Context: an optimization exercise on an open-source flow, tuned for small area and a short achievable clock period. The choices shown serve that exercise and are no tape-out recipe. RTL that was checked went through simulation tests only; none was proved equivalent to the original. Function not checked in run 1: the RTL went through the layout flow alone. No activity file was given, so power comes from the tool's default toggle rates.

## run.sh

```bash
#!/bin/bash
# synth_recipe.tcl (not shown) runs the flow's synth.tcl, then flattens the netlist and writes it again
# the make line also repeats each setting of config.mk as NAME=value (left out here)
make -C /OpenROAD-flow-scripts/flow DESIGN_CONFIG=/design/flow/config.mk WORK_HOME=/design/flow/orfs CLKGATE_MAP_FILE= SYNTH_SCRIPT=/design/flow/synth_recipe.tcl finish
```

## config.mk

```make
export PLATFORM = sky130hd
export DESIGN_NAME = cpuTop
export DESIGN_NICKNAME = cpuTop
export VERILOG_FILES = /design/flow/design.v
export SDC_FILE = /design/flow/constraint.sdc
export NUM_CORES = 4
export LEC_CHECK = 0
export CAP_MARGIN = 20
export CORE_MARGIN = 2
export CORE_UTILIZATION = 35
export SETUP_SLACK_MARGIN = 4.5
export SLEW_MARGIN = 20
```

## design.v

```verilog
`default_nettype none
package cpuPkg;
  localparam int dataWidth    = 16;   
  localparam int instWidth    = 32;   
  localparam int regCount     = 16;
  localparam int regAddrWidth = 4;    
  localparam int memDepth     = 64;   
  localparam int memAddrWidth = 6;    
  localparam int shamtWidth   = 5;
  localparam int regResetStep = 10;
  localparam logic [5:0] opRtype = 6'b000000;
  localparam logic [5:0] opLh    = 6'b100001;
  localparam logic [5:0] opSh    = 6'b101001;
  localparam logic [5:0] opAddi  = 6'b001000;
  localparam logic [5:0] opAndi  = 6'b001100;
  localparam logic [5:0] opOri   = 6'b001101;
  localparam logic [5:0] opSlti  = 6'b001010;
  localparam logic [5:0] opLui   = 6'b001111;
  localparam logic [5:0] fnAdd = 6'b100000;
  localparam logic [5:0] fnSub = 6'b100010;
  localparam logic [5:0] fnAnd = 6'b100100;
  localparam logic [5:0] fnOr  = 6'b100101;
  localparam logic [5:0] fnNor = 6'b100111;
  localparam logic [5:0] fnSlt = 6'b101010;
  localparam logic [5:0] fnSll = 6'b000000;
  localparam logic [5:0] fnSrl = 6'b000010;
  localparam int selAdd = 0;   
  localparam int selSub = 1;
  localparam int selAnd = 2;   
  localparam int selOr  = 3;   
  localparam int selNor = 4;
  localparam int selSlt = 5;   
  localparam int selSll = 6;
  localparam int selSrl = 7;
  localparam int selLui = 8;   
  localparam int selMem = 9;   
  localparam int selCount = 10;
endpackage
`default_nettype wire
`timescale 1ns/10ps
`default_nettype none
module aluCore (
  input  wire logic [cpuPkg::dataWidth-1:0]   opA,
  input  wire logic [cpuPkg::dataWidth-1:0]   opB,
  input  wire logic [cpuPkg::selCount-1:0]    resSel,
  input  wire logic [cpuPkg::shamtWidth-1:0]  shamt,
  input  wire logic [cpuPkg::dataWidth-1:0]   memRdData,
  input  wire logic                           ovfAdd,
  input  wire logic                           ovfSub,
  output logic      [cpuPkg::dataWidth-1:0]   result,
  output logic                                overflow
);
  localparam int msb = cpuPkg::dataWidth - 1;
  localparam int w   = cpuPkg::dataWidth;
  logic [w-1:0] sum, diff;
  logic         lessThan;
  assign sum = opA + opB;
  assign {lessThan, diff} = {1'b0, opA} - {1'b0, opB};   
  always_comb begin
    result = ({w{resSel[cpuPkg::selAdd]}} & sum)
           | ({w{resSel[cpuPkg::selSub]}} & diff)
           | ({w{resSel[cpuPkg::selAnd]}} & (opA & opB))
           | ({w{resSel[cpuPkg::selOr]}}  & (opA | opB))
           | ({w{resSel[cpuPkg::selNor]}} & ~(opA | opB))
           | ({w{resSel[cpuPkg::selSlt]}} & {{msb{1'b0}}, lessThan})
           | ({w{resSel[cpuPkg::selSll]}} & (opB << shamt))
           | ({w{resSel[cpuPkg::selSrl]}} & (opB >> shamt))
           | ({w{resSel[cpuPkg::selLui]}} & opB)
           | ({w{resSel[cpuPkg::selMem]}} & memRdData);
  end
  assign overflow = (ovfAdd & (opA[msb] == opB[msb]) & (sum[msb] != opA[msb]))
                  | (ovfSub & (opA[msb] != opB[msb]) & (diff[msb] != opA[msb]));
endmodule
`default_nettype wire
`timescale 1ns/10ps
`default_nettype none
module regFile (
  input  wire logic                              clk,
  input  wire logic                              arstN,
  input  wire logic [cpuPkg::regAddrWidth-1:0]   rs,
  input  wire logic [cpuPkg::regAddrWidth-1:0]   rt,
  output logic      [cpuPkg::dataWidth-1:0]      rdA,
  output logic      [cpuPkg::dataWidth-1:0]      rdB,
  input  wire logic                              wrEn,
  input  wire logic [cpuPkg::regAddrWidth-1:0]   wrAddr,
  input  wire logic [cpuPkg::dataWidth-1:0]      wrData
);
  localparam int n = cpuPkg::regCount;
  localparam int w = cpuPkg::dataWidth;
  logic [w-1:0] regs [n];
  logic [n-1:0] written;
  assign regs[0]    = '0;
  assign written[0] = 1'b1;
  for (genvar i = 1; i < n; i++) begin : g_reg
    always_ff @(posedge clk or negedge arstN) begin
      if (!arstN)
        written[i] <= 1'b0;
      else if (wrEn && (wrAddr == i))
        written[i] <= 1'b1;
    end
    always_ff @(posedge clk) begin
      if (wrEn && (wrAddr == i))
        regs[i] <= wrData;   
    end
  end
  always_comb begin
    rdA = '0;
    rdB = '0;
    for (int i = 1; i < n; i++) begin
      rdA = rdA | (regs[i] & {w{(rs == i) && written[i]}})
                | (w'(i * cpuPkg::regResetStep) & {w{(rs == i) && !written[i]}});
      rdB = rdB | (regs[i] & {w{(rt == i) && written[i]}})
                | (w'(i * cpuPkg::regResetStep) & {w{(rt == i) && !written[i]}});
    end
  end
endmodule
`default_nettype wire
`timescale 1ns/10ps
`default_nettype none
module dataMem (
  input  wire logic                              clk,
  input  wire logic                              arstN,
  input  wire logic [cpuPkg::memAddrWidth-1:0]   memAddr,
  input  wire logic [cpuPkg::dataWidth-1:0]      memWrData,
  input  wire logic                              memWe,
  output logic      [cpuPkg::dataWidth-1:0]      memRdData
);
  localparam int n = cpuPkg::memDepth;
  localparam int w = cpuPkg::dataWidth;
  logic [w-1:0] mem [n];
  logic [n-1:0] written;
  logic [n-1:0] hit;
  for (genvar i = 0; i < n; i++) begin : g_word
    assign hit[i] = (memAddr == i);
    always_ff @(posedge clk or negedge arstN) begin
      if (!arstN)
        written[i] <= 1'b0;
      else if (memWe && hit[i])
        written[i] <= 1'b1;
    end
    always_ff @(posedge clk) begin
      if (memWe && hit[i])
        mem[i] <= memWrData;
    end
  end
  always_comb begin
    memRdData = '0;
    for (int i = 0; i < n; i++)
      memRdData = memRdData | (mem[i] & {w{hit[i] && written[i]}});
  end
endmodule
`default_nettype wire
`timescale 1ns/10ps
`default_nettype none
module instDecoder (
  input  wire logic [cpuPkg::instWidth-1:0]  inst,
  output logic      [cpuPkg::selCount-1:0]   resSel,      
  output logic                               useImm,      
  output logic                               regWrite,
  output logic                               destIsRd,
  output logic                               memWrite,
  output logic                               illegalOp,
  output logic                               ovfAdd,
  output logic                               ovfSub
);
  logic [5:0] opcode;
  logic [5:0] funct;
  assign opcode = inst[31:26];
  assign funct  = inst[5:0];
  always_comb begin
    resSel    = '0;
    useImm    = 1'b0;
    regWrite  = 1'b0;
    destIsRd  = 1'b0;
    memWrite  = 1'b0;
    illegalOp = 1'b0;
    ovfAdd    = 1'b0;
    ovfSub    = 1'b0;
    case (opcode)
      cpuPkg::opRtype: begin
        regWrite = 1'b1;
        destIsRd = 1'b1;
        case (funct)
          cpuPkg::fnAdd: begin
            resSel[cpuPkg::selAdd] = 1'b1;
            ovfAdd = 1'b1;
          end
          cpuPkg::fnSub: begin
            resSel[cpuPkg::selSub] = 1'b1;
            ovfSub = 1'b1;
          end
          cpuPkg::fnAnd: resSel[cpuPkg::selAnd] = 1'b1;
          cpuPkg::fnOr:  resSel[cpuPkg::selOr]  = 1'b1;
          cpuPkg::fnNor: resSel[cpuPkg::selNor] = 1'b1;
          cpuPkg::fnSlt: resSel[cpuPkg::selSlt] = 1'b1;
          cpuPkg::fnSll: resSel[cpuPkg::selSll] = 1'b1;
          cpuPkg::fnSrl: resSel[cpuPkg::selSrl] = 1'b1;
          default: begin
            illegalOp = 1'b1;
            regWrite  = 1'b0;
            destIsRd  = 1'b0;
          end
        endcase
      end
      cpuPkg::opLh: begin
        resSel[cpuPkg::selMem] = 1'b1;
        useImm   = 1'b1;
        regWrite = 1'b1;
      end
      cpuPkg::opSh: begin
        resSel[cpuPkg::selAdd] = 1'b1;   
        useImm   = 1'b1;
        memWrite = 1'b1;
      end
      cpuPkg::opAddi: begin
        resSel[cpuPkg::selAdd] = 1'b1;
        useImm   = 1'b1;
        regWrite = 1'b1;
        ovfAdd   = 1'b1;
      end
      cpuPkg::opAndi: begin
        resSel[cpuPkg::selAnd] = 1'b1;
        useImm   = 1'b1;
        regWrite = 1'b1;
      end
      cpuPkg::opOri: begin
        resSel[cpuPkg::selOr] = 1'b1;
        useImm   = 1'b1;
        regWrite = 1'b1;
      end
      cpuPkg::opSlti: begin
        resSel[cpuPkg::selSlt] = 1'b1;
        useImm   = 1'b1;
        regWrite = 1'b1;
      end
      cpuPkg::opLui: begin
        resSel[cpuPkg::selLui] = 1'b1;
        useImm   = 1'b1;
        regWrite = 1'b1;
      end
      default: illegalOp = 1'b1;
    endcase
  end
endmodule
`default_nettype wire
`timescale 1ns/10ps
`default_nettype none
module execStage (
  input  wire logic                              clk,
  input  wire logic                              arstN,
  input  wire logic [cpuPkg::instWidth-1:0]      inst,
  input  wire logic                              instValid,
  input  wire logic [cpuPkg::selCount-1:0]       resSel,
  input  wire logic                              useImm,
  input  wire logic                              regWrite,
  input  wire logic                              destIsRd,
  input  wire logic                              memWrite,
  input  wire logic                              illegalOp,
  input  wire logic                              ovfAdd,
  input  wire logic                              ovfSub,
  output logic                                   resultValid,
  output logic      [cpuPkg::dataWidth-1:0]      result,
  output logic                                   overflow,
  output logic                                   illegal
);
  localparam int w = cpuPkg::dataWidth;
  logic [cpuPkg::regAddrWidth-1:0] rs, rt, wa;
  logic [w-1:0]                    rdA, rdB;
  assign rs = inst[24:21];   
  assign rt = inst[19:16];
  assign wa = destIsRd ? inst[14:11] : rt;
  logic                            dValid, dRegWr, dMemWr;
  logic [cpuPkg::regAddrWidth-1:0] dWa;
  logic [cpuPkg::selCount-1:0]     dSel;
  logic                            dOvfAdd, dOvfSub, dIllegal;
  logic [w-1:0]                    pA, pX, pS;
  logic                            bA, bX, bS;
  logic [w-1:0]                    wbData;
  logic                            aluOvf;
  always_ff @(posedge clk or negedge arstN) begin
    if (!arstN) begin
      dValid <= 1'b0;
      dRegWr <= 1'b0;
      dMemWr <= 1'b0;
    end else begin
      dValid <= instValid;
      dRegWr <= instValid & regWrite & (wa != '0);   
      dMemWr <= instValid & memWrite;
    end
  end
  always_ff @(posedge clk) begin
    dWa      <= wa;
    dSel     <= resSel;
    dOvfAdd  <= ovfAdd;
    dOvfSub  <= ovfSub;
    dIllegal <= illegalOp;
    pA       <= rdA;
    pX       <= useImm ? inst[15:0] : rdB;
    pS       <= memWrite ? rdB : w'(inst[10:6]);   
    bA       <= dRegWr && (dWa == rs);
    bX       <= dRegWr && (dWa == rt) && !useImm;
    bS       <= dRegWr && (dWa == rt) && memWrite;
  end
  logic [w-1:0]                    opA, opX, stData;
  logic [cpuPkg::memAddrWidth-1:0] memAddr;
  logic [w-1:0]                    memRdData;
  assign opA    = bA ? result : pA;
  assign opX    = bX ? result : pX;
  assign stData = bS ? result : pS;
  assign memAddr = opA[cpuPkg::memAddrWidth-1:0] + opX[cpuPkg::memAddrWidth-1:0];
  regFile regs (
    .clk(clk), .arstN(arstN),
    .rs(rs), .rt(rt), .rdA(rdA), .rdB(rdB),
    .wrEn(dRegWr), .wrAddr(dWa), .wrData(wbData)
  );
  dataMem mem (
    .clk(clk), .arstN(arstN),
    .memAddr(memAddr), .memWrData(stData), .memWe(dMemWr),
    .memRdData(memRdData)
  );
  aluCore alu (
    .opA(opA), .opB(opX), .resSel(dSel), .shamt(pS[cpuPkg::shamtWidth-1:0]),
    .memRdData(memRdData), .ovfAdd(dOvfAdd), .ovfSub(dOvfSub),
    .result(wbData), .overflow(aluOvf)
  );
  always_ff @(posedge clk or negedge arstN) begin
    if (!arstN) resultValid <= 1'b0;
    else        resultValid <= dValid;
  end
  always_ff @(posedge clk) begin
    result   <= wbData;   
    overflow <= aluOvf;
    illegal  <= dIllegal;
  end
endmodule
`default_nettype wire
`timescale 1ns/10ps
`default_nettype none
module cpuTop (
  input  wire logic                          clk,
  input  wire logic                          arstN,
  input  wire logic [cpuPkg::instWidth-1:0]  inst,
  input  wire logic                          instValid,
  output logic                               resultValid,
  output logic      [cpuPkg::dataWidth-1:0]  result,
  output logic                               overflow,
  output logic                               illegal
);
  logic [cpuPkg::selCount-1:0] resSel;
  logic useImm, regWrite, destIsRd, memWrite, illegalOp, ovfAdd, ovfSub;
  instDecoder dec (
    .inst(inst), .resSel(resSel), .useImm(useImm), .regWrite(regWrite),
    .destIsRd(destIsRd), .memWrite(memWrite), .illegalOp(illegalOp),
    .ovfAdd(ovfAdd), .ovfSub(ovfSub)
  );
  execStage exec (
    .clk(clk), .arstN(arstN), .inst(inst), .instValid(instValid),
    .resSel(resSel), .useImm(useImm), .regWrite(regWrite),
    .destIsRd(destIsRd), .memWrite(memWrite), .illegalOp(illegalOp),
    .ovfAdd(ovfAdd), .ovfSub(ovfSub),
    .resultValid(resultValid), .result(result),
    .overflow(overflow), .illegal(illegal)
  );
endmodule
`default_nettype wire
```

## constraint.sdc

```tcl
create_clock -name core_clock -period 8.5 [get_ports {clk}]
set_input_delay 1.7000 -clock core_clock [delete_from_list [all_inputs] [get_ports {clk}]]
set_output_delay 1.7000 -clock core_clock [all_outputs]
set_load 0.01 [all_outputs]
```

==> impl.org, run 1 <==
** Placement
- Routability congestion estimate :: 0.956
- Summed over all nets, the half-perimeter wirelength after detailed placement is 136 mm.
- Setup slack after placement :: 1.25 ns
- Total placed instance area :: 62,500 µm²
- I/O Buffers :: 51

** Route
- Mean routed wirelength per cell :: 35.9 µm
- The routed layout has 42,796 vias.
- Total Routed Length :: 239 mm
- Pre-antenna DRT Iters :: 10
- Once detail routing completed, the nets flagged for antenna violations numbered 0.
- DR DRC count :: 0
- The detailed router finished its first iteration with 8,051 violations.
- DR vias/cell :: 6.42

** Power
- Internal Pwr Total :: 12,000 µW
- Register share of total power :: 0.482
- Of the total power, the share spent switching nets is 0.250.
- Of the total power, combinational logic draws 0.110.
- Switching power :: 4010 µW
- Relative contribution of the clock network to total power :: 0.407
- For this design the static power due to leakage is 0.0243 µW.
- Power density over the cells :: 217 nW/µm²
- Max rail drop VDD :: 0.000222 V

** Layout
- At the end of the flow, the number of nets in the layout was 4,444.
- The area growth from synthesis to layout is 28.3%.
- In the final layout, the share of cells above drive strength 1 is 0.281.
- In the final layout, the multi-input gates occupy 17,300 µm².
- Final standard cell area without fillers :: 73,900 µm²
- After filler insertion, the fill cell instance count of the layout stands at 13,896.
- In the final layout, flip-flops and latches occupy 41,700 µm².

** CTS
- CTS buffer count :: 145
- Root Buffer Master :: clkbuf_16
- Maximum buffer depth of the clock tree :: 3
- Hold repair after CTS inserted 0 buffers.
- Counting every sink on the clock net gives 1,432.
- TritonCTS built the clock tree.
- Depth of the CTS H-tree :: 4
- Clock transition at the register clock pins on the worst setup and hold paths after CTS :: 0.06 ns
- Clock latency on the worst-skew pair :: 0.79 ns

** Critical path
- The worst register-to-register path ends at exec.regs.regs[7][15]$_DFFE_PP_.
- Number of cells on the worst reg-to-reg path :: 17
- Category of the worst setup path launch point :: register
- Type of destination of the critical path :: register
- Biggest fanout along the worst timing path :: 8
- Data on the critical path is required at its endpoint by 9.02 ns.
- Critical Setup Path Class :: register to register
- Launch point of the worst reg-to-reg path :: exec.bX$_DFF_P_
- Critical path data arrival time :: 6.10 ns
- Setup slack of the worst register-to-register path :: 2.92 ns

** STA
- Final Critical Period :: 5.58 ns
- The number of pins with negative max-slew slack in the final report is 0.
- In the finished design, the share of the clock period the worst path needs comes to 0.657.
- Worst-margin pin slew :: 1.37 ns
- The clock arrives with 0.0631 ns of skew.
- Once routing completed, OpenROAD measured the worst setup slack at 2.92 ns.
- Setup violations remaining at the end of the flow were counted as 0.
- Worst relative slew slack :: 0.0776
- Total negative setup slack :: 0 ns
- Setup repair after global routing could not meet its margin everywhere.
- Derived from the worst setup path, the maximum achievable clock frequency is 0.179 GHz.
- The count of final hold-check violations came to 0.

** Synth
- Of the total synthesized cell area, the portion taken by AND, OR, NAND and NOR gates is 0.0725.
- By area, the combinational part of the netlist is dominated by compound AO/OA/AOI/OAI gates.
- Each instance of the synthesized netlist takes up on average 15.1 µm².
- Counting every net in the synthesized netlist gives 3,902.
- Of the synthesized area, sequential elements account for 0.724.
- Netlist area before placement :: 57,600 µm²
- Count of flip-flops with a built-in enable after synthesis :: 1,264
- Of the total synthesized cell area, the portion taken by full adders, half adders and majority gates is 0.0111.
- Compound-gate portion of the synthesized area :: 0.145
- Portion of netlist area occupied by mux cells :: 0.0209
- Xor/xnor share of the synthesized area :: 0.00439
- Most used DFF post-synth :: edfxtp_1
- For this run, the number of Yosys warnings is 7.
- Post-synthesis async set-or-reset flop share :: 0.0580
- Number of distinct standard cells referenced by the synthesized netlist :: 96
- After technology mapping, the gate count stands at 3,817.
- Flip-flop and latch count after synthesis :: 1,432

** GRT
- In the global route stage, overall resource usage came out at 0.270.
- Entering global routing, the biggest net connects 65 pins.
- In the global route stage, met1 resource usage came out at 0.353.
- Vias in the first global route :: 39,364
- The first global-routing pass estimated 318 mm of wire.
- The initial antenna violation count was 15.
- In the global route stage, met3 resource usage came out at 0.0782.
- Layer carrying the most global-route usage :: met2
- In the global route stage, met2 resource usage came out at 0.406.
- For this run the aggregate overflow at the end of global routing stands at 0.

** Min path
- The startpoint identified for the worst hold timing path is exec.dIllegal$_DFF_P_.
- In this run the worst hold path is classified as register to register.
- For hold timing, the worst endpoint is exec.illegal$_DFF_P_.
- Hold-critical path depth :: 0

** Floorplanning
- Number of rows in the core area :: 148
- From bottom edge to top edge, the die measures 410 µm.
- The initial utilization of the core area, before any placement, comes to 0.353.
- Die Span X :: 410 µm
- The region available for standard cell placement spans 163,000 µm².
- Pin placement for this block handled 54 I/O pins.
- The die covers 168,000 µm².

** Status
- The flow ran to the end and the layout has no timing, DRC or antenna violations.

** Flow run
- Maximum Capacitance Violations :: 0
[power groups by stage]
stage / combinational (µW) / sequential, µW / clock, µW
after floorplan: 766 / 7850 / 0
after global placement: 1220 / 7870 / 0
after detailed placement: 1230 / 7870 / 0
after CTS: 1620 / 7720 / 6520
after global routing: 1800 / 7720 / 6800
final: 1760 / 7720 / 6520
[sequential cells by signal, indices dropped and copies added (netlist names)]
name               cells
exec.mem.mem        1024
exec.regs.regs       240
exec.mem.written      64
exec.pA               16
exec.pS               16
exec.pX               16
exec.result           16
exec.regs.written     15
exec.dSel             10
exec.dWa               4
exec.bA                1
exec.bS                1
exec.bX                1
exec.dIllegal          1
exec.dMemWr            1
exec.dOvfAdd           1
exec.dRegWr            1
exec.dValid            1
exec.illegal           1
exec.overflow          1
exec.resultValid       1
[stage by stage]
step / power, µW / std cells / utilization / hold WS [ns]
finish: 16000 / 6661 / 0.453 / 0.329
floorplan: 8610 / 3817 / - / 0.310
detailed placement: 9100 / 6019 / 0.383 / 0.315
global route: 16300 / 6658 / 0.453 / 0.346
CTS: 15900 / 6591 / 0.446 / 0.329
global placement: 9090 / 6017 / 0.383 / 0.315
[synthesized netlist by cell type (all sizes together) (54+ instances only)]
cell	instances	area, µm²
a21oi	82	429
a221oi	162	1430
a222oi	75	751
a22o	130	1140
a22oi	281	2110
and3	67	419
clkbuf	175	658
dfrtp	83	2080
dfxtp	85	1700
edfxtp	1264	38000
inv	87	327
mux2	54	608
mux2i	55	551
nand2	161	607
nand3	78	395
nand4	94	588
nor2	199	747
o21ai	100	512
or2	58	363
[metal layers]
metal | part of all wire | wire, µm | vias to the layer above
li1 | - | - | 16731
met1 | 0.35 | 84500 | 21529
met2 | 0.43 | 104000 | 3646
met3 | 0.14 | 34000 | 876
met4 | 0.069 | 16400 | 14
met5 | 0.00041 | 98 | -
[worst max-delay path, stage by stage (launching register included)]
cell	delay, ns
dfxtp_4	0.44
mux2i_4	0.33
inv_2	0.09
ha_4	0.17
fa_2	0.43
buf_6	0.17
xnor2_4	0.24
a211oi_1	0.19
nand2_2	0.31
o22ai_1	0.20
a22o_1	0.29
a221oi_4	0.39
nand4_1	0.37
or4_4	0.59
o41ai_4	0.61
nand4b_1	0.19
buf_6	0.17
buf_6	0.13
[worst max path at each step]
stage	from	endpoint	slack [ns]	cells after the start
floorplan	exec.bX$_DFF_P_	exec.regs.regs[10][15]$_DFFE_PP_	3.93	19
global placement	exec.bX$_DFF_P_	exec.regs.regs[14][7]$_DFFE_PP_	1.26	13
detailed placement	exec.bX$_DFF_P_	exec.regs.regs[1][7]$_DFFE_PP_	1.25	12
CTS	exec.bX$_DFF_P_	exec.regs.regs[6][0]$_DFFE_PP_	3.29	17
global route	exec.bX$_DFF_P_	exec.regs.regs[13][15]$_DFFE_PP_	3.01	17
finish	exec.bX$_DFF_P_	exec.regs.regs[7][15]$_DFFE_PP_	2.92	17
[logic make-up after synthesis]
group / count (synthesis)
adder cells (fa/ha/maj): 50
multiplexers: 111
flip-flops: 1432
AND/OR/NAND/NOR: 822
buffers and inverters: 306
XOR/XNOR: 28
AO/OA/AOI/OAI: 1068
[timing repair]
| item | CTS | global route |
|---|---|---|
| gates cloned | 15 | 16 |
| setup buffers | 288 | 49 |
| endpoints found under the setup margin | 1386 | 854 |
| gates resized for setup | 432 | 65 |
| pin swaps | 168 | 41 |
[cells in the final DEF (no fill, tap or decap), types with 34 or more instances in the layout]
cell type and count:
edfxtp_1 1264, clkbuf_1 36, a21oi_1 72, buf_4 333
a221oi_1 117, a22o_1 129, o21ai_0 90, nor2b_1 34
nand3_1 68, nand4_1 94, clkdlybuf4s50_1 44, nand2_1 144
mux2i_1 45, buf_12 122, or2_2 56, dfrtp_1 83
ha_1 40, dfxtp_1 82, a221oi_2 39, nor2_1 115
and3_1 39, clkbuf_16 167, nor2_4 61, buf_6 68
a222oi_1 75, a22oi_1 272, mux2_2 51, inv_1 82
[cell type report]
cell class | count | area share
diodes | 5 | 0.000169
clock buffers | 197 | 0.0548
clock inverters | 72 | 0.0107
inverters | 87 | 0.00447
multi-input cells | 2083 | 0.234
flip-flops and latches | 1432 | 0.564
well taps | 2175 | 0.0368
repair buffers | 610 | 0.0947
==> inputs of run 2 (changes only) <==
--- a/design.v
+++ b/design.v
@@ -81,4 +81,7 @@
   input  wire logic [cpuPkg::regAddrWidth-1:0]   rt,
+  input  wire logic                              useImm,
+  input  wire logic [cpuPkg::dataWidth-1:0]      imm,
   output logic      [cpuPkg::dataWidth-1:0]      rdA,
-  output logic      [cpuPkg::dataWidth-1:0]      rdB,
+  output logic      [cpuPkg::dataWidth-1:0]      rdB,    
+  output logic      [cpuPkg::dataWidth-1:0]      rdX,    
   input  wire logic                              wrEn,
@@ -90,5 +93,3 @@
   logic [w-1:0] regs [n];
-  logic [n-1:0] written;
-  assign regs[0]    = '0;
-  assign written[0] = 1'b1;
+  assign regs[0] = '0;
   for (genvar i = 1; i < n; i++) begin : g_reg
@@ -96,9 +97,5 @@
       if (!arstN)
-        written[i] <= 1'b0;
+        regs[i] <= w'(i * cpuPkg::regResetStep);
       else if (wrEn && (wrAddr == i))
-        written[i] <= 1'b1;
-    end
-    always_ff @(posedge clk) begin
-      if (wrEn && (wrAddr == i))
-        regs[i] <= wrData;   
+        regs[i] <= wrData;
     end
@@ -108,7 +105,7 @@
     rdB = '0;
+    rdX = useImm ? imm : '0;
     for (int i = 1; i < n; i++) begin
-      rdA = rdA | (regs[i] & {w{(rs == i) && written[i]}})
-                | (w'(i * cpuPkg::regResetStep) & {w{(rs == i) && !written[i]}});
-      rdB = rdB | (regs[i] & {w{(rt == i) && written[i]}})
-                | (w'(i * cpuPkg::regResetStep) & {w{(rt == i) && !written[i]}});
+      rdA = rdA | (regs[i] & {w{rs == i}});
+      rdB = rdB | (regs[i] & {w{rt == i}});
+      rdX = rdX | (regs[i] & {w{!useImm && (rt == i)}});
     end
@@ -267,3 +264,3 @@
   logic [cpuPkg::regAddrWidth-1:0] rs, rt, wa;
-  logic [w-1:0]                    rdA, rdB;
+  logic [w-1:0]                    rdA, rdB, rdX;
   assign rs = inst[24:21];   
@@ -297,3 +294,3 @@
     pA       <= rdA;
-    pX       <= useImm ? inst[15:0] : rdB;
+    pX       <= rdX;
     pS       <= memWrite ? rdB : w'(inst[10:6]);   
@@ -312,3 +309,4 @@
     .clk(clk), .arstN(arstN),
-    .rs(rs), .rt(rt), .rdA(rdA), .rdB(rdB),
+    .rs(rs), .rt(rt), .useImm(useImm), .imm(inst[15:0]),
+    .rdA(rdA), .rdB(rdB), .rdX(rdX),
     .wrEn(dRegWr), .wrAddr(dWa), .wrData(wbData)
--- a/config.mk
+++ b/config.mk
@@ -10,3 +10,3 @@
 export CORE_UTILIZATION = 35
-export SETUP_SLACK_MARGIN = 4.5
+export SETUP_SLACK_MARGIN = 0.2
 export SLEW_MARGIN = 20
==> run 2 against run 1 <==
Net effect: clock-buffer cell count shrank 9; sequential power shrank 0.9%; cell area shrank 4.1%; sequential share of layout area grew 0.29 points; die area grew 5.8%.
==> impl.org, run 2 <==
** Layout
- The growth of design area from synthesis to finish was 16.2% (was 28.3%).
- The flip-flop count of the largest register after layout came to 1,024 (unchanged).
- Proportion of layout cells with a drive suffix above 1 :: 0.191 (was 0.281)
- Biggest regs :: exec.mem.mem: 1024 flops, exec.regs.regs: 240 flops, exec.mem.written: 64 flops (unchanged)
- Final core utilization :: 0.409 (was 0.453)
- The fill cell total of the finished layout came to 16,114 (was 13,896).
- Commonest cells after routing, fill and taps aside :: 1,024 x edfxtp_1, 321 x a22oi_1, 279 x buf_4 (was 1,264 x edfxtp_1, 333 x buf_4, 272 x a22oi_1)
- Count of non-filler cells in the finished layout :: 7,172 (was 6,661)
- Leading cell type in the layout, fill and taps excluded :: edfxtp_1 (unchanged)
- Register ranked first by flip-flop count :: exec.mem.mem (unchanged)
- The net total in the final layout came to 4,807 (was 4,444).

** GRT
- The first-pass GRT wire length came to 344 mm (was 318 mm).
- The maximum number of pins on one net before global-route repair was 108 (was 65).
- The number of global-route vias before repair came to 43,345 (was 39,364).
- Remaining global-route overflow :: 0 (unchanged)
- The initial antenna violation count was 6 (was 15).
- GRT Total Usage :: 0.271 (was 0.270)

** CTS
- The clock tree from TritonCTS is built (unchanged).
- The count of hold-fix buffers inserted at cts came to 0 (unchanged).
- Root Buffer Master :: clkbuf_16 (unchanged)
- CTS buffer count :: 149 (was 145)
- The total setup buffers inserted after CTS came to 0 (was 288).
- Clock transition at the register clock pins on the worst setup and hold paths after CTS :: 0.06 ns (about the same)
- Post-cts resize count :: 0 (was 432)
- The number of H-tree branching levels is 4 (unchanged).
- Maximum buffer depth of the clock tree :: 3 (unchanged)
- The sink count of the clock tree is 1,417 (was 1,432).
- The insertion delay to the later sink of the worst-skew pair is 0.83 ns (was 0.79 ns).

** STA
- The maximum frequency from static timing analysis came to 0.134 GHz (was 0.179 GHz).
- The final setup TNS is 0 ns (unchanged).
- Final Critical Period :: 7.45 ns (was 5.58 ns)
- Worst-margin pin slew :: 1.31 ns (was 1.37 ns)
- The post-route fraction of the period consumed by the critical path is 0.876 (was 0.657).
- The final hold slack came to 0.332 ns (was 0.329 ns).
- Unrepaired setup endpoints after global routing :: no (was yes)
- Setup clock skew after layout :: 0.0618 ns (was 0.0631 ns)
- Hold violation total from the final report :: 0 (unchanged)
- Finish-stage setup viols :: 0 (unchanged)
- Final max-slew violation count :: 0 (unchanged)
- The headroom to the max-slew limit was 0.129 (was 0.0776).

** Synth
- The number of enable flip-flop cells after synthesis was 1,024 (was 1,264).
- The dominant cell type by area after synthesis is edfxtp_1 (unchanged).
- Most instantiated cells after synthesis :: 1,024 x edfxtp_1, 321 x a22oi_1, 303 x nor2_1 (was 1,264 x edfxtp_1, 281 x a22oi_1, 199 x nor2_1)
- Sequential share of the synthesized area :: 0.660 (was 0.724)
- The share of flip-flops with an asynchronous set or reset after synthesis is 0.217 (was 0.0580).
- Number of distinct standard cells referenced by the synthesized netlist :: 105 (was 96)
- The number of synthesized register bits came to 1,417 (was 1,432).
- Average cell area after synthesis :: 13.4 µm² (was 15.1 µm²)
- Syn nets :: 4,630 (was 3,902)
- The most used flip-flop cell after synthesis is edfxtp_1 (unchanged).
- Netlist area before placement :: 61,000 µm² (was 57,600 µm²)
- YS warnings :: 7 (unchanged)
- Synth top area cells :: edfxtp_1 50%, dfrtp_1 11%, a22oi_1 4.0% (was edfxtp_1 66%, a22oi_1 3.7%, dfrtp_1 3.6%)
- The most instantiated library cell after synthesis was edfxtp_1 (unchanged).
- Area share of the largest cell type after synthesis :: 0.504 (was 0.659)
- The number of standard cells after synthesis is 4,545 (was 3,817).

** Critical path
- Number of cells on the worst reg-to-reg path :: 17 (unchanged)
- The required arrival time at the worst endpoint was 9.18 ns (was 9.02 ns).
- Type of destination of the critical path :: register (unchanged)
- The type of origin of the critical path is a register (unchanged).
- The kind of critical path is register to register (unchanged).
- Biggest fanout along the worst timing path :: 28 (was 8)
- Critical path data arrival time :: 8.13 ns (was 6.10 ns)

** Route
- Pre-antenna DRT Iters :: 8 (was 10)
- Total Routed Length :: 248 mm (was 239 mm)
- DR DRC count :: 0 (unchanged)
- The number of vias after detailed routing came to 45,847 (was 42,796).
- DR iter-0 viols :: 7,957 (was 8,051)
- Mean routed wirelength per cell :: 34.6 µm (was 35.9 µm)
- DR vias/cell :: 6.39 (was 6.42)
- The number of routed nets with antenna violations was 0 (unchanged).

** Floorplanning
- The die footprint came to 178,000 µm² (was 168,000 µm²).
- The initial cell density of the core is 0.352 (was 0.353).
- The number of cell rows came to 153 (was 148).
- The number of top-level pins was 54 (unchanged).
- Core region area :: 173,000 µm² (was 163,000 µm²)
- The x dimension of the die was 421 µm (was 410 µm).
- Die outline height :: 421 µm (was 410 µm)

** Min path
- The class of the most critical hold timing path is register to register (unchanged).
- The cell depth of the worst hold path came to 0 (unchanged).

** Placement
- I/O Buffers :: 51 (unchanged)
- The half-perimeter wire length after placement was 159 mm (was 136 mm).
- Routability congestion estimate :: 0.982 (was 0.956)
- The count of placed standard cells including taps came to 6,892 (was 6,019).

** Flow run
- The count of max-cap constraint violations was 0 (unchanged).

** Power
- Power density over the cells :: 225 nW/µm² (was 217 nW/µm²)
- Overall Power :: 15,900 µW (was 16,000 µW)
- Max rail drop VDD :: 0.000239 V (was 0.000222 V)
- The leakage power came to 0.0231 µW (was 0.0243 µW).

** Status
- Run status :: complete, no violations (unchanged)
run 2: cell families (layout without fill, tap and decap cells):
kind of cell,after synthesis,after routing,synth area share
other,0,2,0
flip-flops,1417,1417,0.660
AND/OR/NAND/NOR,1081,1081,0.0868
multiplexers,238,238,0.0467
buffers and inverters,408,708,0.0286
adder cells (fa/ha/maj),50,50,0.0105
XOR/XNOR,23,23,0.00355
AO/OA/AOI/OAI,1328,1328,0.164
run 2: worst max-delay path, stage by stage, from the launching register on:
cell and delay, ns:
dfxtp_1 0.34, buf_4 0.37, mux2i_1 0.14, buf_4 0.20, ha_1 0.82, nor2_2 0.29, o21ai_4 0.96, buf_4 0.56
a211oi_2 0.15, buf_4 0.25, a2111o_1 0.47, o31ai_1 0.79, o2111ai_1 0.22, o41ai_1 0.87, buf_4 0.27, o211a_1 0.15
buf_4 0.29, o21ai_0 0.15
run 2: stage by stage:
stage | setup WS (ns) | area [µm²]
2_1_floorplan | 3.46 | 61000
3_3_place_gp | 1.55 | 65700
3_5_place_dp | 1.44 | 65700
4_1_cts | 1.46 | 70800
5_1_grt | 1.15 | 70900
6_report | 1.05 | 70900
run 2: power by group:
group	switching (µW)	internal [µW]
Combinational	1070	413
Sequential	141	7510
Clock	2920	3870
run 2: metal layers:
metal	GRT usage	up-vias	wire [µm]
li1	-	18586	-
met1	0.358	23296	93700
met2	0.390	3306	105000
met3	0.0868	651	32500
met4	0.159	8	17000
met5	0	-	216
run 2: area by class of cell:
class	instances	area [µm²]	share of cell area
sequential	1417	40200	0.567
clock buffer	188	4030	0.0568
clock inverter	86	1040	0.0147
multi-input combinational	2720	19600	0.277
timing repair buffer	338	2720	0.0383
antenna	2	5.00	0.0000706
inverter	96	360	0.00508
tap	2325	2910	0.0410
run 2: path summary, 6_finish.rpt:
| kind | slack [ns] | start | to |
|---|---|---|---|
| setup reg to reg | 1.05 | exec.bX$_DFF_P_ | exec.regs.regs[7][15]$_DFFE_PN0P_ |
| setup / recovery | 1.05 | exec.bX$_DFF_P_ | exec.regs.regs[7][15]$_DFFE_PN0P_ |
| min in group asynchronous | 0.84 | arstN | exec.regs.regs[14][0]$_DFFE_PN0P_ |
| hold reg to reg | 0.33 | exec.dIllegal$_DFF_P_ | exec.illegal$_DFF_P_ |
| hold / removal | 0.33 | exec.dIllegal$_DFF_P_ | exec.illegal$_DFF_P_ |
| max in group asynchronous | 6.21 | arstN | exec.regs.regs[1][5]$_DFFE_PN0P_ |
==> inputs of run 3 (changes only) <==
--- a/design.v
+++ b/design.v
@@ -46,3 +46,2 @@
   input  wire logic [cpuPkg::shamtWidth-1:0]  shamt,
-  input  wire logic [cpuPkg::dataWidth-1:0]   memRdData,
   input  wire logic                           ovfAdd,
@@ -67,4 +66,3 @@
            | ({w{resSel[cpuPkg::selSrl]}} & (opB >> shamt))
-           | ({w{resSel[cpuPkg::selLui]}} & opB)
-           | ({w{resSel[cpuPkg::selMem]}} & memRdData);
+           | ({w{resSel[cpuPkg::selLui]}} & opB);   
   end
@@ -81,7 +79,6 @@
   input  wire logic [cpuPkg::regAddrWidth-1:0]   rt,
-  input  wire logic                              useImm,
-  input  wire logic [cpuPkg::dataWidth-1:0]      imm,
+  input  wire logic                              rdAEn,    
+  input  wire logic                              rdBEn,
   output logic      [cpuPkg::dataWidth-1:0]      rdA,
-  output logic      [cpuPkg::dataWidth-1:0]      rdB,    
-  output logic      [cpuPkg::dataWidth-1:0]      rdX,    
+  output logic      [cpuPkg::dataWidth-1:0]      rdB,
   input  wire logic                              wrEn,
@@ -93,3 +90,5 @@
   logic [w-1:0] regs [n];
-  assign regs[0] = '0;
+  logic [n-1:0] written;
+  assign regs[0]    = '0;
+  assign written[0] = 1'b1;
   for (genvar i = 1; i < n; i++) begin : g_reg
@@ -97,5 +96,9 @@
       if (!arstN)
-        regs[i] <= w'(i * cpuPkg::regResetStep);
+        written[i] <= 1'b0;
       else if (wrEn && (wrAddr == i))
-        regs[i] <= wrData;
+        written[i] <= 1'b1;
+    end
+    always_ff @(posedge clk) begin
+      if (wrEn && (wrAddr == i))
+        regs[i] <= wrData;   
     end
@@ -105,7 +108,7 @@
     rdB = '0;
-    rdX = useImm ? imm : '0;
     for (int i = 1; i < n; i++) begin
-      rdA = rdA | (regs[i] & {w{rs == i}});
-      rdB = rdB | (regs[i] & {w{rt == i}});
-      rdX = rdX | (regs[i] & {w{!useImm && (rt == i)}});
+      rdA = rdA | (regs[i] & {w{rdAEn && (rs == i) && written[i]}})
+                | (w'(i * cpuPkg::regResetStep) & {w{rdAEn && (rs == i) && !written[i]}});
+      rdB = rdB | (regs[i] & {w{rdBEn && (rt == i) && written[i]}})
+                | (w'(i * cpuPkg::regResetStep) & {w{rdBEn && (rt == i) && !written[i]}});
     end
@@ -119,14 +122,41 @@
   input  wire logic                              arstN,
-  input  wire logic [cpuPkg::memAddrWidth-1:0]   memAddr,
+  input  wire logic [cpuPkg::memAddrWidth-1:0]   addrA,
+  input  wire logic [cpuPkg::memAddrWidth-1:0]   addrB,
   input  wire logic [cpuPkg::dataWidth-1:0]      memWrData,
   input  wire logic                              memWe,
+  input  wire logic                              memRe,     
   output logic      [cpuPkg::dataWidth-1:0]      memRdData
 );
-  localparam int n = cpuPkg::memDepth;
-  localparam int w = cpuPkg::dataWidth;
-  logic [w-1:0] mem [n];
-  logic [n-1:0] written;
-  logic [n-1:0] hit;
+  localparam int n  = cpuPkg::memDepth;
+  localparam int w  = cpuPkg::dataWidth;
+  localparam int aw = cpuPkg::memAddrWidth;
+  logic [w-1:0]  mem [n];
+  logic [n-1:0]  written;
+  logic [aw-1:0] p;
+  logic [1:0]    bitOk [aw][2];
+  logic [7:0]    loHit;        
+  logic [7:0]    hiHit [2];    
+  logic [n-1:0]  hit;
+  assign p = addrA ^ addrB;
+  always_comb begin
+    bitOk[0][0] = {p[0], ~p[0]};
+    bitOk[0][1] = {p[0], ~p[0]};
+    for (int i = 1; i < aw; i++) begin
+      bitOk[i][0] = {  (addrA[i-1] | addrB[i-1]) ^ p[i],
+                     ~((addrA[i-1] | addrB[i-1]) ^ p[i])};
+      bitOk[i][1] = {  (addrA[i-1] & addrB[i-1]) ^ p[i],
+                     ~((addrA[i-1] & addrB[i-1]) ^ p[i])};
+    end
+  end
+  for (genvar k = 0; k < 8; k++) begin : g_dec
+    localparam logic [2:0] kb = k;
+    assign loHit[k] = bitOk[0][0][kb[0]] & bitOk[1][kb[0]][kb[1]]
+                    & bitOk[2][kb[1]][kb[2]];
+    for (genvar h = 0; h < 2; h++) begin : g_hi
+      assign hiHit[h][k] = bitOk[3][h][kb[0]] & bitOk[4][kb[0]][kb[1]]
+                         & bitOk[5][kb[1]][kb[2]];
+    end
+  end
   for (genvar i = 0; i < n; i++) begin : g_word
-    assign hit[i] = (memAddr == i);
+    assign hit[i] = hiHit[(i / 4) % 2][i / 8] & loHit[i % 8];
     always_ff @(posedge clk or negedge arstN) begin
@@ -142,6 +172,11 @@
   end
+  logic [w-1:0] half [16];
   always_comb begin
     memRdData = '0;
-    for (int i = 0; i < n; i++)
-      memRdData = memRdData | (mem[i] & {w{hit[i] && written[i]}});
+    for (int j = 0; j < 16; j++) begin
+      half[j] = '0;
+      for (int k = 0; k < 4; k++)
+        half[j] = half[j] | (mem[4*j+k] & {w{loHit[(4*j+k) % 8] && written[4*j+k]}});
+      memRdData = memRdData | (half[j] & {w{hiHit[j % 2][j / 2] && memRe}});
+    end
   end
@@ -264,3 +299,3 @@
   logic [cpuPkg::regAddrWidth-1:0] rs, rt, wa;
-  logic [w-1:0]                    rdA, rdB, rdX;
+  logic [w-1:0]                    rdA, rdB;
   assign rs = inst[24:21];   
@@ -287,2 +322,6 @@
   end
+  logic nextBA, nextBX, nextBS;
+  assign nextBA = dRegWr && (dWa == rs);
+  assign nextBX = dRegWr && (dWa == rt) && !useImm;
+  assign nextBS = dRegWr && (dWa == rt) && memWrite;
   always_ff @(posedge clk) begin
@@ -294,19 +333,19 @@
     pA       <= rdA;
-    pX       <= rdX;
+    pX       <= useImm ? inst[15:0] : rdB;
     pS       <= memWrite ? rdB : w'(inst[10:6]);   
-    bA       <= dRegWr && (dWa == rs);
-    bX       <= dRegWr && (dWa == rt) && !useImm;
-    bS       <= dRegWr && (dWa == rt) && memWrite;
+    bA       <= nextBA;
+    bX       <= nextBX;
+    bS       <= nextBS;
   end
   logic [w-1:0]                    opA, opX, stData;
-  logic [cpuPkg::memAddrWidth-1:0] memAddr;
-  logic [w-1:0]                    memRdData;
-  assign opA    = bA ? result : pA;
-  assign opX    = bX ? result : pX;
-  assign stData = bS ? result : pS;
-  assign memAddr = opA[cpuPkg::memAddrWidth-1:0] + opX[cpuPkg::memAddrWidth-1:0];
+  logic [w-1:0]                    memRdData;   
+  logic [w-1:0]                    aluData;
+  assign wbData = aluData | memRdData;
+  assign opA    = pA | (result & {w{bA}});
+  assign opX    = pX | (result & {w{bX}});
+  assign stData = pS | (result & {w{bS}});
   regFile regs (
     .clk(clk), .arstN(arstN),
-    .rs(rs), .rt(rt), .useImm(useImm), .imm(inst[15:0]),
-    .rdA(rdA), .rdB(rdB), .rdX(rdX),
+    .rs(rs), .rt(rt), .rdAEn(!nextBA), .rdBEn(!nextBX && !nextBS),
+    .rdA(rdA), .rdB(rdB),
     .wrEn(dRegWr), .wrAddr(dWa), .wrData(wbData)
@@ -315,3 +354,4 @@
     .clk(clk), .arstN(arstN),
-    .memAddr(memAddr), .memWrData(stData), .memWe(dMemWr),
+    .addrA(opA[cpuPkg::memAddrWidth-1:0]), .addrB(opX[cpuPkg::memAddrWidth-1:0]),
+    .memWrData(stData), .memWe(dMemWr), .memRe(dSel[cpuPkg::selMem]),
     .memRdData(memRdData)
@@ -320,4 +360,4 @@
     .opA(opA), .opB(opX), .resSel(dSel), .shamt(pS[cpuPkg::shamtWidth-1:0]),
-    .memRdData(memRdData), .ovfAdd(dOvfAdd), .ovfSub(dOvfSub),
-    .result(wbData), .overflow(aluOvf)
+    .ovfAdd(dOvfAdd), .ovfSub(dOvfSub),
+    .result(aluData), .overflow(aluOvf)
   );
--- a/config.mk
+++ b/config.mk
@@ -10,3 +10,3 @@
 export CORE_UTILIZATION = 35
-export SETUP_SLACK_MARGIN = 0.2
+export SETUP_SLACK_MARGIN = 4.5
 export SLEW_MARGIN = 20
==> run 3 against run 2 <==
Net effect: still clean on timing, DRC and antenna; area after synthesis decreased by 4.7%; cell area increased by 0.76%; clock-buffer cell count increased by 16; critical endpoint is now exec.regs.regs[8][5]$_DFFE_PP_.
==> impl.org, run 3 <==
** Power
- The sequential fraction of design power was 0.494 (was 0.481).
- Share of power burned in combinational logic :: 0.087 (was 0.093)
- The power per cell area is 219 nW/µm² (was 225 nW/µm²).
- The part of the total power dissipated in the clock network is 0.419 (was 0.426).
- The leakage power is 0.0225 µW (was 0.0231 µW).
- Switching power :: 3820 µW (was 4130 µW)
- The internal power consumption came to 11,800 µW (about the same).
- Overall Power :: 15,600 µW (was 15,900 µW)
- Max rail drop VDD :: 0.000161 V (was 0.000239 V)
- Fraction of power spent switching nets :: 0.244 (was 0.260)

** Synth
- Post-synthesis async set-or-reset flop share :: 0.0580 (was 0.217)
- The summed instance area of the synthesized netlist came to 58,100 µm² (was 61,000 µm²).
- YS warnings :: 10 (was 7)
- The synthesized-area fraction occupied by adder cells is 0.0124 (was 0.0105).
- Number of instances in the synthesized netlist :: 3,915 (was 4,545)
- Most used DFF post-synth :: edfxtp_1 (unchanged)
- Flip-flop and latch count after synthesis :: 1,432 (was 1,417)
- Most instantiated cells after synthesis :: 1,264 x edfxtp_1, 232 x clkbuf_1, 223 x nand2_1 (was 1,024 x edfxtp_1, 321 x a22oi_1, 303 x nor2_1)
- Largest area contributor in the netlist :: edfxtp_1 (unchanged)
- Simple-Gate Fraction of Synth Area :: 0.0733 (was 0.0868)
- Syn nets :: 4,004 (was 4,630)
- The fraction of synthesized area in multiplexers was 0.0138 (was 0.0467).
- Sequential share of the synthesized area :: 0.718 (was 0.660)
- The fraction of synthesized cell area taken by the top area cell type came to 0.653 (was 0.504).
- The mean area per synthesized cell is 14.8 µm² (was 13.4 µm²).
- Synth top area cells: edfxtp_1 65%, dfrtp_1 3.6%, dfxtp_1 2.9% (was edfxtp_1 50%, dfrtp_1 11%, a22oi_1 4.0%).
- Most instantiated library cell after synthesis :: edfxtp_1 (unchanged)
- Largest family of logic cells by synthesized area :: compound AO/OA/AOI/OAI gates (unchanged)
- The parity-gate share of the synthesized area counting xor and xnor cells came to 0.00527 (was 0.00355).
- The post-synthesis compound-gate area fraction was 0.155 (was 0.164).
- Count of flip-flops with a built-in enable after synthesis :: 1,264 (was 1,024)
- Number of distinct standard cells referenced by the synthesized netlist :: 85 (was 105)

** Floorplanning
- Core region area :: 165,000 µm² (was 173,000 µm²)
- The height of the chip is 412 µm (was 421 µm).
- Number of rows in the core area :: 149 (was 153)
- The initial cell density of the core is 0.352 (about the same).
- The die footprint was 169,000 µm² (was 178,000 µm²).
- Top-level port count :: 54 (unchanged)
- The x dimension of the die was 412 µm (was 421 µm).

** CTS
- The number of buffers created by CTS was 146 (was 149).
- Clock tree from TritonCTS :: built (unchanged)
- Maximum buffer depth of the clock tree :: 3 (unchanged)
- The buffer type at the clock tree root is clkbuf_16 (unchanged).
- The sink count of the clock tree came to 1,432 (was 1,417).
- The count of hold-fix buffers inserted at cts was 0 (unchanged).
- Clock latency on the worst-skew pair :: 0.83 ns (about the same)
- The number of H-tree branching levels came to 4 (unchanged).
- Clock transition at the register clock pins on the worst setup and hold paths after CTS :: 0.06 ns (about the same)

** Layout
- The ratio of cells with drive above 1 in the final layout was 0.257 (was 0.191).
- Final-stage net count :: 4,263 (was 4,807)
- Largest register FFs :: 1,024 (unchanged)
- Leading cell type in the layout, fill and taps excluded :: edfxtp_1 (unchanged)
- The largest register by flop count is exec.mem.mem (unchanged).
- The growth of design area from synthesis to finish is 22.9% (was 16.2%).
- Biggest regs :: exec.mem.mem: 1024 flops, exec.regs.regs: 240 flops, exec.mem.written: 64 flops (unchanged)
- Commonest cells after routing, fill and taps aside :: 1,264 x edfxtp_1, 251 x buf_4, 219 x nand2_1 (was 1,024 x edfxtp_1, 321 x a22oi_1, 279 x buf_4)
- The fill cell total of the finished layout is 14,542 (was 16,114).

** Critical path
- The largest fanout on the critical path came to 16 (was 28).
- Category of the worst setup path launch point :: register (unchanged)
- The highest cell delay on the worst timing path came to 0.68 ns (was 0.96 ns).
- The kind of critical path is register to register (unchanged).
- The arrival time of data at the critical path endpoint was 5.12 ns (was 8.13 ns).
- Cell-by-cell trace of the critical path: a21o_4 -> buf_4 -> fa_2 -> nor3b_4 -> buf_6 -> and2_4 -> a22o_1 -> a221oi_4 -> o22ai_2 -> nor4_4 -> o2111ai_4 -> or4_4 (was buf_4 -> mux2i_1 -> buf_4 -> ha_1 -> nor2_2 -> o21ai_4 -> buf_4 -> a211oi_2 -> buf_4 -> a2111o_1 -> o31ai_1 -> o2111ai_1 -> o41ai_1 -> buf_4 -> o211a_1 -> buf_4 -> o21ai_0).
- The slowest library cell on the worst path is or4_4 (was o21ai_4).
- Type of destination of the critical path :: register (unchanged)
- The required arrival time at the worst endpoint came to 9.01 ns (was 9.18 ns).

** STA
- The total setup violations reported at the end of the flow was 0 (unchanged).
- The worst-case clock skew was 0.0860 ns (was 0.0618 ns).
- Final max-slew violation count :: 0 (unchanged)
- The post-route worst setup slack came to 3.89 ns (was 1.05 ns).
- The final setup TNS was 0 ns (unchanged).
- Share of the clock period used by the worst path after layout :: 0.543 (was 0.876)
- The count of final hold-check violations came to 0 (unchanged).
- The headroom to the max-slew limit was 0.189 (was 0.129).
- The maximum frequency from static timing analysis came to 0.217 GHz (was 0.134 GHz).
- Worst-margin pin slew :: 1.20 ns (was 1.31 ns)
- The minimum clock period was 4.61 ns (was 7.45 ns).
- Unrepaired setup endpoints after global routing: yes (was no).

** Placement
- The quantity of I/O buffers inserted on ports came to 51 (unchanged).
- Setup slack after placement :: 2.04 ns (was 1.44 ns)
- The half-perimeter wire length after placement was 129 mm (was 159 mm).
- Routability congestion estimate :: 0.977 (was 0.982)

** GRT
- Maximum number of pins on one net before global-route repair :: 65 (was 108)
- The first-pass GRT wire length was 295 mm (was 344 mm).
- GRT Total Usage :: 0.245 (was 0.271)
- The number of global-route vias before repair came to 38,145 (was 43,345).
- The initial antenna violation count is 8 (was 6).
- Remaining global-route overflow :: 0 (unchanged)

** Route
- The final routed DRC violation total came to 0 (unchanged).
- The met2 wire length was 93.2 mm (was 105 mm).
- Total via count in the routed design :: 40,416 (was 45,847)
- The final wirelength came to 213 mm (was 248 mm).
- The topmost layer with routed signal wires is met5 (unchanged).
- Pre-antenna DRT Iters :: 25 (was 8)
- The initial DRC count came to 7,103 (was 7,957).
- Wire length on met3 :: 26.2 mm (was 32.5 mm)
- The average wire per cell in the routed design was 32.9 µm (was 34.6 µm).
- The length of routed wiring on met1 was 82.0 mm (was 93.7 mm).
- The number of routed nets with antenna violations is 0 (unchanged).
- The post-detailed-route via-to-cell ratio is 6.23 (was 6.39).

** Min path
- Worst min-delay path category :: register to register (unchanged)

** Status
- Run status :: complete, no violations (unchanged)

** Flow run
- Maximum Capacitance Violations :: 0 (unchanged)
[run 3: critical path, delay by kind of cell (launching register included)]
kind | cells | cell delay (ns)
compound gates | 5 | 1.37
simple gates | 4 | 1.64
flops | 1 | 0.37
buf+inv | 2 | 0.35
fa+ha+maj | 1 | 0.55
[run 3: power groups by stage]
stage          logic, µW  clock network, µW  registers (µW)
2_1_floorplan        594                  0            7830
3_3_place_gp        1090                  0            7860
3_5_place_dp        1090                  0            7860
4_1_cts             1280               6600            7710
5_1_grt             1390               6860            7710
6_report            1360               6540            7710
[run 3: kinds of logic after synthesis]
family	Yosys count
buffers and inverters	336
XOR/XNOR	35
AO/OA/AOI/OAI	1148
adder cells (fa/ha/maj)	54
flip-flops	1432
AND/OR/NAND/NOR	844
multiplexers	66
[run 3: path summary, 6_finish.rpt]
| check | startpoint | to | slack (ns) | depth (start not counted) |
|---|---|---|---|---|
| worst max-delay path | exec.bX$_DFF_P_ | exec.regs.regs[8][5]$_DFFE_PP_ | 3.89 | 12 |
| worst min-delay path | exec.dIllegal$_DFF_P_ | exec.illegal$_DFF_P_ | 0.34 | 0 |
| worst max register to register | exec.bX$_DFF_P_ | exec.regs.regs[8][5]$_DFFE_PP_ | 3.89 | 12 |
| worst min register to register | exec.dIllegal$_DFF_P_ | exec.illegal$_DFF_P_ | 0.34 | 0 |
| max in group asynchronous | arstN | exec.regs.written[6]$_DFFE_PN0P_ | 6.10 | 2 |
| min in group asynchronous | arstN | exec.mem.written[23]$_DFFE_PN0P_ | 0.95 | 1 |
[run 3: what timing repair did]
action / in CTS / in global routing
pin swaps: 124 / 59
cloned: 11 / 3
gates resized for setup: 508 / 125
setup buffers: 122 / 25
hold endpoints to repair: 0 / 0
endpoints found under the setup margin: 1102 / 434
[run 3: per-stage QoR]
| step | hold slack [ns] | cells | utilization | instance area [µm²] |
|---|---|---|---|---|
| 2_1_floorplan | 0.310 | 3915 | - | 58200 |
| 3_3_place_gp | 0.313 | 6054 | 0.375 | 61900 |
| 3_5_place_dp | 0.319 | 6054 | 0.375 | 61900 |
| 4_1_cts | 0.333 | 6458 | 0.428 | 70500 |
| 5_1_grt | 0.344 | 6486 | 0.433 | 71400 |
| 6_report | 0.336 | 6489 | 0.433 | 71400 |
[run 3: final cells by class]
cell class                      count  area (µm²)  area share
Timing Repair Buffer              375        3440      0.0482
Sequential cell                  1432       41800       0.585
Antenna cell                        3        7.51    0.000105
Clock inverter                     67         798      0.0112
Multi-Input combinational cell   2154       18300       0.257
Clock buffer                      204        4110      0.0576
Inverter                           65         244     0.00342
Tap cell                         2189        2740      0.0383
[run 3: metal layers]
layer	GRT usage	vias up
met5	0	-
met4	0.114	4
met3	0.0642	567
met2	0.364	2857
met1	0.334	20461
li1	-	16527
==> inputs of run 4 (changes only) <==
--- a/design.v
+++ b/design.v
@@ -309,4 +309,7 @@
   logic                            bA, bX, bS;
-  logic [w-1:0]                    wbData;
   logic                            aluOvf;
+  logic [w-1:0]                    aluR, memR;
+  logic                            wWr;
+  logic [cpuPkg::regAddrWidth-1:0] wWa;
+  assign result = aluR | memR;   
   always_ff @(posedge clk or negedge arstN) begin
@@ -316,2 +319,3 @@
       dMemWr <= 1'b0;
+      wWr    <= 1'b0;
     end else begin
@@ -320,5 +324,6 @@
       dMemWr <= instValid & memWrite;
+      wWr    <= dRegWr;
     end
   end
-  logic nextBA, nextBX, nextBS;
+  logic nextBA, nextBX, nextBS, pendA, pendB;
   assign nextBA = dRegWr && (dWa == rs);
@@ -326,2 +331,6 @@
   assign nextBS = dRegWr && (dWa == rt) && memWrite;
+  assign pendA  = wWr && (wWa == rs) && !nextBA;
+  assign pendB  = wWr && (wWa == rt) && !(dRegWr && (dWa == rt));
+  logic [w-1:0] opBReg;
+  assign opBReg = rdB | (result & {w{pendB}});
   always_ff @(posedge clk) begin
@@ -332,5 +341,5 @@
     dIllegal <= illegalOp;
-    pA       <= rdA;
-    pX       <= useImm ? inst[15:0] : rdB;
-    pS       <= memWrite ? rdB : w'(inst[10:6]);   
+    pA       <= rdA | (result & {w{pendA}});
+    pX       <= useImm ? inst[15:0] : opBReg;
+    pS       <= memWrite ? opBReg : w'(inst[10:6]);   
     bA       <= nextBA;
@@ -342,11 +351,12 @@
   logic [w-1:0]                    aluData;
-  assign wbData = aluData | memRdData;
-  assign opA    = pA | (result & {w{bA}});
-  assign opX    = pX | (result & {w{bX}});
-  assign stData = pS | (result & {w{bS}});
+  assign opA    = pA | (aluR & {w{bA}}) | (memR & {w{bA}});
+  assign opX    = pX | (aluR & {w{bX}}) | (memR & {w{bX}});
+  assign stData = pS | (aluR & {w{bS}}) | (memR & {w{bS}});
   regFile regs (
     .clk(clk), .arstN(arstN),
-    .rs(rs), .rt(rt), .rdAEn(!nextBA), .rdBEn(!nextBX && !nextBS),
+    .rs(rs), .rt(rt),
+    .rdAEn(!nextBA && !pendA),
+    .rdBEn(!(dRegWr && (dWa == rt)) && !pendB),
     .rdA(rdA), .rdB(rdB),
-    .wrEn(dRegWr), .wrAddr(dWa), .wrData(wbData)
+    .wrEn(wWr), .wrAddr(wWa), .wrData(result)
   );
@@ -368,3 +378,5 @@
   always_ff @(posedge clk) begin
-    result   <= wbData;   
+    aluR     <= aluData;
+    memR     <= memRdData;
+    wWa      <= dWa;
     overflow <= aluOvf;
--- a/config.mk
+++ b/config.mk
@@ -10,2 +10,4 @@
 export CORE_UTILIZATION = 35
+export CTS_CLUSTER_DIAMETER = 80
+export CTS_CLUSTER_SIZE = 22
 export SETUP_SLACK_MARGIN = 4.5
==> run 4 against run 3 <==
Net effect: critical endpoint is now exec.memR[1]$_DFF_P_; synthesized cell count rose by 4.8%; global-route usage fell by 2.1 points; clock skew rose by 0.0019 ns.
==> impl.org, run 4 <==
** CTS
- CTS Hold Bufs :: 0 (unchanged)
- The deepest clock path buffer count was 3 (unchanged).
- The insertion delay to the later sink of the worst-skew pair came to 0.77 ns (was 0.83 ns).
- Root Buffer Master :: clkbuf_16 (unchanged)
- CTS buffer count :: 87 (was 146)
- Depth of the CTS H-tree :: 3 (was 4)
- Clock transition at the register clock pins on the worst setup and hold paths after CTS :: 0.09 ns (was 0.06 ns)
- Sinks on the clock net :: 1,453 (was 1,432)
- Clock tree from TritonCTS :: built (unchanged)

** Synth
- YS warnings :: 10 (unchanged)
- The dominant cell type by area after synthesis was edfxtp_1 (unchanged).
- Synth top area cells: edfxtp_1 64%, a222oi_1 5.0%, dfrtp_1 3.6% (was edfxtp_1 65%, dfrtp_1 3.6%, dfxtp_1 2.9%).
- Netlist area before placement :: 58,900 µm² (was 58,100 µm²)
- Most instantiated library cell after synthesis :: edfxtp_1 (unchanged)
- The mean area per synthesized cell is 14.4 µm² (was 14.8 µm²).
- Sequential share of the synthesized area :: 0.716 (was 0.718)
- Post-synthesis async set-or-reset flop share :: 0.0578 (was 0.0580)
- Number of instances in the synthesized netlist :: 4,102 (was 3,915)
- The number of enable flip-flop cells after synthesis came to 1,264 (unchanged).
- The most used flip-flop cell after synthesis was edfxtp_1 (unchanged).
- Most instantiated cells after synthesis: 1,264 x edfxtp_1, 391 x nand2_1, 312 x a21oi_1 (was 1,264 x edfxtp_1, 232 x clkbuf_1, 223 x nand2_1).
- Number of distinct standard cells referenced by the synthesized netlist :: 93 (was 85)
- Area share of the largest cell type after synthesis :: 0.645 (was 0.653)
- Syn nets :: 4,191 (was 4,004)
- The number of synthesized register bits came to 1,453 (was 1,432).

** Critical path
- The logic depth of the worst register-to-register path is 14 (was 12).
- The cell family contributing the most delay on the critical path was simple AND/OR/NAND/NOR gates (unchanged).
- Cell-by-cell trace of the critical path :: or2_4 -> buf_12 -> a21o_4 -> ha_4 -> fa_2 -> nor3b_4 -> buf_6 -> buf_12 -> and2_4 -> buf_12 -> a222oi_1 -> a21oi_2 -> nor4_4 -> nand4_1 (was a21o_4 -> buf_4 -> fa_2 -> nor3b_4 -> buf_6 -> and2_4 -> a22o_1 -> a221oi_4 -> o22ai_2 -> nor4_4 -> o2111ai_4 -> or4_4)
- Number of buffer and inverter stages on the critical path :: 4 (was 2)
- The largest fanout on the critical path came to 6 (was 16).
- The type of origin of the critical path is a register (unchanged).
- Critical Setup Path Class :: register to register (unchanged)
- Launch point of the worst reg-to-reg path :: exec.aluR[1]$_DFF_P_ (was exec.bX$_DFF_P_)
- Type of destination of the critical path :: register (unchanged)
- Most prevalent standard cell on the critical path :: buf_12
- Setup slack of the worst register-to-register path :: 4.43 ns (was 3.89 ns)
- The required arrival time at the worst endpoint came to 8.99 ns (was 9.01 ns).
- The slowest library cell on the worst path is fa_2 (was or4_4).
- The arrival time of data at the critical path endpoint is 4.56 ns (was 5.12 ns).
- The end of the worst register-to-register path is exec.memR[1]$_DFF_P_ (was exec.regs.regs[8][5]$_DFFE_PP_).
- Critical path's largest stage delay :: 0.65 ns (was 0.68 ns)

** Floorplanning
- Die Span X :: 414 µm (was 412 µm)
- The initial cell density of the core is 0.353 (was 0.352).
- The core box area came to 167,000 µm² (was 165,000 µm²).
- Top-level port count :: 54 (unchanged)
- The height of the chip was 414 µm (was 412 µm).
- Die area :: 172,000 µm² (was 169,000 µm²)
- Number of rows in the core area :: 150 (was 149)

** STA
- Peak Freq :: 0.246 GHz (was 0.217 GHz)
- Unrepaired setup endpoints after global routing: yes (unchanged).
- Final Critical Period :: 4.07 ns (was 4.61 ns)
- The final hold slack came to 0.273 ns (was 0.336 ns).
- Share of the clock period used by the worst path after layout :: 0.479 (was 0.543)
- The worst-case clock skew came to 0.0879 ns (was 0.0860 ns).
- Hold violation total from the final report :: 0 (unchanged)
- The slew of the pin with the lowest slew margin came to 1.05 ns (was 1.20 ns).
- Finish-stage setup viols :: 0 (unchanged)
- Total negative setup slack :: 0 ns (unchanged)
- The number of pins with negative max-slew slack in the final report was 0 (unchanged).
- Worst relative slew slack :: 0.298 (was 0.189)

** Placement
- I/O Buffers :: 51 (unchanged)
- The half-perimeter wire length after placement was 123 mm (was 129 mm).
- The weighted congestion reported at the end of routability-driven placement is 0.997 (was 0.977).

** Layout
- Largest register FFs :: 1,024 (unchanged)
- Biggest regs :: exec.mem.mem: 1024 flops, exec.regs.regs: 240 flops, exec.mem.written: 64 flops (unchanged)
- The ratio of cells with drive above 1 in the final layout was 0.188 (was 0.257).
- Layout overhead on the synthesized area :: 15.0% (was 22.9%)
- Final-stage net count :: 4,299 (was 4,263)
- Leading cell type in the layout, fill and taps excluded :: edfxtp_1 (unchanged)
- Register ranked first by flip-flop count :: exec.mem.mem (unchanged)
- Commonest cells after routing, fill and taps aside: 1,264 x edfxtp_1, 387 x nand2_1, 292 x a222oi_1 (was 1,264 x edfxtp_1, 251 x buf_4, 219 x nand2_1).

** Power
- The sequential fraction of design power came to 0.567 (was 0.494).
- The sum of internal, switching and leakage power came to 13,800 µW (was 15,600 µW).
- The internal power consumption was 10,300 µW (was 11,800 µW).
- Fraction of power spent switching nets :: 0.253 (was 0.244)
- Power density over the cells :: 204 nW/µm² (was 219 nW/µm²)
- The switching power summed over all nets was 3480 µW (was 3820 µW).
- The combinational cell fraction of total power is 0.094 (was 0.087).
- The peak ir drop on the vdd network was 0.000165 V (was 0.000161 V).
- The leakage power came to 0.0205 µW (was 0.0225 µW).
- Relative contribution of the clock network to total power :: 0.339 (was 0.419)

** GRT
- The initial antenna violation count was 17 (was 8).
- The maximum number of pins on one net before global-route repair was 65 (unchanged).
- Remaining global-route overflow :: 0 (unchanged)
- The first-pass GRT wire length is 280 mm (was 295 mm).
- Vias in the first global route :: 37,020 (was 38,145)
- GRT Total Usage :: 0.224 (was 0.245)

** Route
- The average wire per cell in the routed design was 30.6 µm (was 32.9 µm).
- The detailed-router iteration count before antenna repair was 10 (was 25).
- The final routed DRC violation total is 0 (unchanged).
- The initial DRC count is 7,200 (was 7,103).
- The final wirelength was 199 mm (was 213 mm).
- DR vias/cell :: 6.10 (was 6.23)
- The number of vias after detailed routing was 39,650 (was 40,416).
- The number of routed nets with antenna violations came to 0 (unchanged).

** Min path
- Worst min-delay path endpoint :: exec.illegal$_DFF_P_ (unchanged)
- Hold-critical path depth :: 0 (unchanged)
- The class of the most critical hold timing path is register to register (unchanged).
- Hold Crit Start :: exec.dIllegal$_DFF_P_ (unchanged)

** Flow run
- The count of max-cap constraint violations is 0 (unchanged).

** Status
- Run status :: complete, no violations (unchanged)
==> run 4: cell count changes after synthesis, moves of 49 or more <==
cell / delta
a222oi_1: +161
nand2_1: +168
a221oi_1: -153
a22o_1: -147
and3_1: -49
a21oi_1: +185
o22ai_1: -86
==> run 4: worst max path at each step <==
stage                         start                             to  slack [ns]  depth (start not counted)
4_1_cts                    inst[17]             exec.pX[2]$_DFF_P_        4.34                         10
3_3_place_gp               inst[22]             exec.pA[9]$_DFF_P_        2.50                          9
3_5_place_dp               inst[22]             exec.pA[9]$_DFF_P_        2.48                          9
5_1_grt        exec.aluR[1]$_DFF_P_           exec.memR[7]$_DFF_P_        4.34                         13
6_report       exec.aluR[1]$_DFF_P_           exec.memR[1]$_DFF_P_        4.43                         14
2_1_floorplan  exec.memR[0]$_DFF_P_  exec.mem.mem[11][0]$_DFFE_PP_        4.72                          9
==> run 4: power by group through the flow <==
stage | clock network [µW] | logic, µW | registers, µW
floorplan | 0 | 628 | 7930
global placement | 0 | 1080 | 7970
detailed placement | 0 | 1090 | 7970
CTS | 4730 | 1230 | 7810
global route | 4980 | 1350 | 7820
finish | 4680 | 1300 | 7810
==> run 4: layout make-up <==
class / instances / area, µm²
Timing Repair Buffer: 305 / 2750
Fill cell: 15383 / 99300
Antenna cell: 7 / 17.5
Inverter: 62 / 236
Tap cell: 2204 / 2760
Clock buffer: 135 / 2420
Multi-Input combinational cell: 2301 / 16800
Clock inverter: 28 / 497
Sequential cell: 1453 / 42200
==> run 4: kinds of logic after synthesis <==
kind of cell	after synthesis	synth area share
AOI/OAI and AO/OA	1036	0.133
xor gates and xnor gates	45	0.00669
adders and majority gates	54	0.0122
buffers and inverters	351	0.0244
DFF	1453	0.716
muxes	66	0.0129
and+or+nand+nor	1097	0.0944
==> run 4: per-stage QoR <==
stage | area (µm²) | util | instances | worst slack [ns]
2_1_floorplan | 58900 | - | 4102 | 4.72
3_3_place_gp | 62500 | 0.374 | 6241 | 2.50
3_5_place_dp | 62500 | 0.374 | 6241 | 2.48
4_1_cts | 67100 | 0.402 | 6463 | 4.34
5_1_grt | 67700 | 0.405 | 6493 | 4.34
6_report | 67700 | 0.405 | 6495 | 4.43
==> run 4: worst reg2reg max path, delay by kind of cell, from the launching register on <==
family | cells | cell delay (ns)
fa+ha+maj | 2 | 0.82
compound gates | 3 | 0.87
buf+inv | 4 | 0.56
flops | 1 | 0.32
simple gates | 5 | 1.29
==> run 4: per-layer routing <==
metal	global-route usage	wire length, µm	vias up
met5	0	27	-
met4	0.0839	7950	4
met3	0.0390	21800	364
li1	-	-	16556
met1	0.322	80300	20188
met2	0.339	89000	2538
==> run 4: what timing repair did <==
item | 4_1_cts | 5_1_grt
endpoints found under the setup margin | 735 | 113
pin swaps | 48 | 63
setup buffers | 55 | 23
cloned | 4 | 2
resized for setup | 270 | 83

Check on run 4: ideal ports give 4.427 ns setup slack; a clkbuf_16 on the clock port and buf_2 on the inputs give 4.427 ns; moving port delays by the midpoint clock arrival (0.812 ns) as well gives 3.738 ns.
